From an optimization exercise on the open Yosys and OpenROAD flow, aimed at small area, a short achievable clock period and few clock cycles per item; shortcuts taken in it are not production practice. Function was checked by simulation only, so behaviour that the tests miss may differ from the original.

## the reference run
==> module instr_mem_pipe, before the edit <==
module instr_mem_pipe #(
    parameter int                DATA_W = 32,
    parameter int                DEPTH  = 64,
    parameter int                ADDR_W = 32,
    parameter logic [DATA_W-1:0] FILL   = 32'h0000_0013
) (
    input  logic              clk,
    input  logic              reset_n,
    input  logic              req_valid,
    output logic              req_ready,
    input  logic [ADDR_W-1:0] req_addr,
    output logic              resp_valid,
    input  logic              resp_ready,
    output logic [DATA_W-1:0] resp_data,
    output logic              resp_fault,
    input  logic              wr_en,
    input  logic [ADDR_W-1:0] wr_addr,
    input  logic [DATA_W-1:0] wr_data,
    output logic              busy
);
    localparam int BYTES = DATA_W / 8;
    localparam int OFF   = $clog2(BYTES);
    localparam int IDX_W = $clog2(DEPTH);
    localparam int NGRP  = 4;                   
    localparam int GRP_W = $clog2(NGRP);
    localparam int GSIZE = DEPTH / NGRP;        
    localparam int LOW_W = IDX_W - GRP_W;
    localparam logic [ADDR_W:0] LIMIT = (ADDR_W + 1)'(DEPTH * BYTES);
    logic              r_run;        
    logic              r_busy;       
    logic              r_ready;      
    logic [DATA_W-1:0] r_mem [DEPTH];
    logic              r_a_valid;
    logic [DATA_W-1:0] r_a_word [NGRP];
    logic [NGRP-1:0]   r_a_gsel;     
    logic              r_a_bad;
    logic              r_s_valid;
    logic [DATA_W-1:0] r_s_data;
    logic              r_s_fault;
    logic              r_resp_valid;
    logic [DATA_W-1:0] r_resp_data;
    logic              r_resp_fault;
    logic              w_req_ok;
    logic [IDX_W-1:0]  w_req_idx;
    logic              w_wr_ok;
    logic [IDX_W-1:0]  w_wr_idx;
    logic              w_out_free;
    logic              w_a_free;
    logic              w_req_ready;
    logic              w_accept;
    logic [GSIZE-1:0]  w_lo_sel;
    logic [DATA_W-1:0] w_cand [NGRP];
    logic [DATA_W-1:0] w_a_data;
    logic [DATA_W-1:0] w_wdata;
    logic [DEPTH-1:0]  w_we;
    logic              w_a_move;
    logic              w_a_valid_nxt;
    logic              w_s_valid_nxt;
    logic              w_b_valid_nxt;
    function automatic logic addr_ok(input logic [ADDR_W-1:0] a);
        addr_ok = (a[OFF-1:0] == '0) && ({1'b0, a} < LIMIT);
    endfunction
    always_comb begin
        w_req_ok  = addr_ok(req_addr);
        w_req_idx = req_addr[OFF+IDX_W-1:OFF];
        w_wr_ok   = addr_ok(wr_addr);
        w_wr_idx  = wr_addr[OFF+IDX_W-1:OFF];
    end
    always_comb begin
        w_out_free  = !r_resp_valid || resp_ready;
        w_a_move    = r_a_valid && (w_out_free || !r_s_valid);
        w_a_free    = !r_a_valid || w_a_move;
        w_req_ready = r_ready;
        w_accept    = req_valid && w_req_ready;
        w_a_valid_nxt = w_accept || (r_a_valid && !w_a_move);
        if (w_out_free) begin
            w_b_valid_nxt = r_s_valid || r_a_valid;
            w_s_valid_nxt = r_s_valid && r_a_valid;
        end else begin
            w_b_valid_nxt = 1'b1;
            w_s_valid_nxt = r_s_valid || r_a_valid;
        end
    end
    always_ff @(posedge clk or negedge reset_n) begin
        if (!reset_n) begin
            r_run        <= 1'b0;
            r_busy       <= 1'b1;
            r_ready      <= 1'b0;
            r_a_valid    <= 1'b0;
            r_s_valid    <= 1'b0;
            r_resp_valid <= 1'b0;
        end else begin
            r_run        <= 1'b1;
            r_busy       <= 1'b0;
            r_ready      <= !(w_a_valid_nxt && w_s_valid_nxt && w_b_valid_nxt);
            r_a_valid    <= w_a_valid_nxt;
            r_s_valid    <= w_s_valid_nxt;
            r_resp_valid <= w_b_valid_nxt;
        end
    end
    always_comb begin
        w_wdata = (wr_data & {DATA_W{r_run}}) | (FILL & {DATA_W{!r_run}});
        for (int i = 0; i < DEPTH; i++) begin
            w_we[i] = !r_run || (wr_en && w_wr_ok && w_wr_idx == IDX_W'(i));
        end
    end
    always_ff @(posedge clk) begin
        for (int i = 0; i < DEPTH; i++) begin
            if (w_we[i]) begin
                r_mem[i] <= w_wdata;
            end
        end
    end
    always_comb begin
        for (int j = 0; j < GSIZE; j++) begin
            w_lo_sel[j] = (w_req_idx[LOW_W-1:0] == LOW_W'(j));
        end
        for (int g = 0; g < NGRP; g++) begin
            w_cand[g] = '0;
            for (int j = 0; j < GSIZE; j++) begin
                w_cand[g] = w_cand[g] | (r_mem[g*GSIZE+j] & {DATA_W{w_lo_sel[j]}});
            end
        end
    end
    always_ff @(posedge clk) begin
        if (w_a_free) begin
            for (int g = 0; g < NGRP; g++) begin
                r_a_word[g] <= w_cand[g];
                r_a_gsel[g] <= w_req_ok && (w_req_idx[IDX_W-1:LOW_W] == GRP_W'(g));
            end
            r_a_bad <= !w_req_ok;
        end
    end
    always_comb begin
        w_a_data = FILL & {DATA_W{r_a_bad}};
        for (int g = 0; g < NGRP; g++) begin
            w_a_data = w_a_data | (r_a_word[g] & {DATA_W{r_a_gsel[g]}});
        end
    end
    always_ff @(posedge clk) begin
        if (w_out_free) begin
            if (r_s_valid) begin
                r_resp_data  <= r_s_data;
                r_resp_fault <= r_s_fault;
            end else begin
                r_resp_data  <= w_a_data;
                r_resp_fault <= r_a_bad;
            end
        end
    end
    always_ff @(posedge clk) begin
        if (w_out_free || !r_s_valid) begin
            r_s_data  <= w_a_data;
            r_s_fault <= r_a_bad;
        end
    end
    always_comb begin
        req_ready  = w_req_ready;
        resp_valid = r_resp_valid;
        resp_data  = r_resp_data;
        resp_fault = r_resp_fault;
        busy       = r_busy;
    end
endmodule
export LEC_CHECK = 0
export ABC_CLOCK_PERIOD_IN_PS = 2000
export CAP_MARGIN = 20
export CORE_MARGIN = 2
export CORE_UTILIZATION = 42
export CTS_CLUSTER_DIAMETER = 90
export CTS_CLUSTER_SIZE = 24
export SETUP_SLACK_MARGIN = 1.3
export SLEW_MARGIN = 20
create_clock -name core_clock -period 3.5 [get_ports {clk}]
standard.sh (not shown) runs the stock make flow with config.mk's settings and CLKGATE_MAP_FILE= SYNTH_SCRIPT=/design/flow/synth_recipe.tcl, a recipe that flattens the netlist after the stock synthesis.
==> flow/flow/run.sh <==
#!/bin/bash
# The standard ORFS layout, with the port buffers made from buf_4 instead of
# the default cell (a slow delay buffer on sky130hd). Every input and output
# port still gets its own buffer. ORFS's full output goes to orfs_flow.log.
set -euo pipefail
export BUFFER_PORTS_ARGS="-buffer_cell sky130_fd_sc_hd__buf_4"
bash standard.sh finish > orfs_flow.log 2>&1
The reference run finished every stage; the final checks, however, were not passed, the failures being antenna rules.
Testbench counts of the reference run, summed over its fixed seeds: cycles 12,536, items 12,000.
Changes in the trial run relative to the reference run:
diff --git a/flow/design.v b/flow/design.v
--- a/flow/design.v
+++ b/flow/design.v
@@ -28,5 +28,5 @@
     localparam logic [ADDR_W:0] LIMIT = (ADDR_W + 1)'(DEPTH * BYTES);
     logic              r_run;        
-    logic              r_busy;       
+    logic              r_idle;       
     logic              r_ready;      
     logic [DATA_W-1:0] r_mem [DEPTH];
@@ -85,5 +85,5 @@
         if (!reset_n) begin
             r_run        <= 1'b0;
-            r_busy       <= 1'b1;
+            r_idle       <= 1'b0;
             r_ready      <= 1'b0;
             r_a_valid    <= 1'b0;
@@ -92,6 +92,6 @@
         end else begin
             r_run        <= 1'b1;
-            r_busy       <= 1'b0;
-            r_ready      <= !(w_a_valid_nxt && w_s_valid_nxt && w_b_valid_nxt);
+            r_idle       <= r_run;
+            r_ready      <= r_run && !(w_a_valid_nxt && w_s_valid_nxt && w_b_valid_nxt);
             r_a_valid    <= w_a_valid_nxt;
             r_s_valid    <= w_s_valid_nxt;
@@ -102,5 +102,6 @@
         w_wdata = (wr_data & {DATA_W{r_run}}) | (FILL & {DATA_W{!r_run}});
         for (int i = 0; i < DEPTH; i++) begin
-            w_we[i] = !r_run || (wr_en && w_wr_ok && w_wr_idx == IDX_W'(i));
+            w_we[i] = !r_run ||
+                      (r_idle && wr_en && w_wr_ok && w_wr_idx == IDX_W'(i));
         end
     end
@@ -160,5 +161,5 @@
         resp_data  = r_resp_data;
         resp_fault = r_resp_fault;
-        busy       = r_busy;
+        busy       = !r_idle;
     end
 endmodule
- The flow did not stop early for the trial run: all stages ran, and the layout cleared the timing, design-rule and antenna checks.
- The reference run → the trial run: fraction of area in clock buffers and inverters now sits at about the same level; maximum clock frequency now sits at about the same level.
- Relative to the reference run, the number of clock buffers in the layout measured on the trial run has increased slightly.
- For adder and majority gate portion of the synthesized area, the reference run and the trial run come out practically identical.
- Sequential share of layout area ended up 3.4 points lower on the trial run than on the reference run.
- Cmp the trial run and the reference run / growth of design area from synthesis to finish / lower: the reference run
Testbench counts of the trial run, summed over its fixed seeds: cycles 12,544, items 12,000.

==> static timing again, ports no longer ideal <==
No port has a modelled driver above. Below, the same layouts with a new extraction and two added sets of constraints.
Step 1 sets driving cells, clkbuf_16 on the clock port and buf_2 on the other inputs (assumed; they add their load-dependent delay and slew).
Step 2 adds t to the input delays and takes it off the output delays; t is the mean of the earliest and latest rising clock arrival at the registers after step 1. Input paths then give back, and output paths get back, about the clock's delay inside the block.
Slacks: no drivers / after step 1 / after step 2; pairs: no drivers / after step 1.
| run | t (ns) | setup slack, ns | slew at the worst register clock pin (ns) | worst slew at a driven data input, ns | pins driven straight from the clock port |
|---|---|---|---|---|---|
| the reference run | 0.844 | 1.208 / 1.232 / 0.406 | 0.10 / 0.10 | 0.18 | 1 |
| the trial run | 0.865 | 1.206 / 1.206 / 0.414 | 0.10 / 0.10 | 0.07 | 1 |
For the reference run, which loses most, drivers alone change the setup slack by +0.024 ns; drivers and shift together by -0.802 ns.
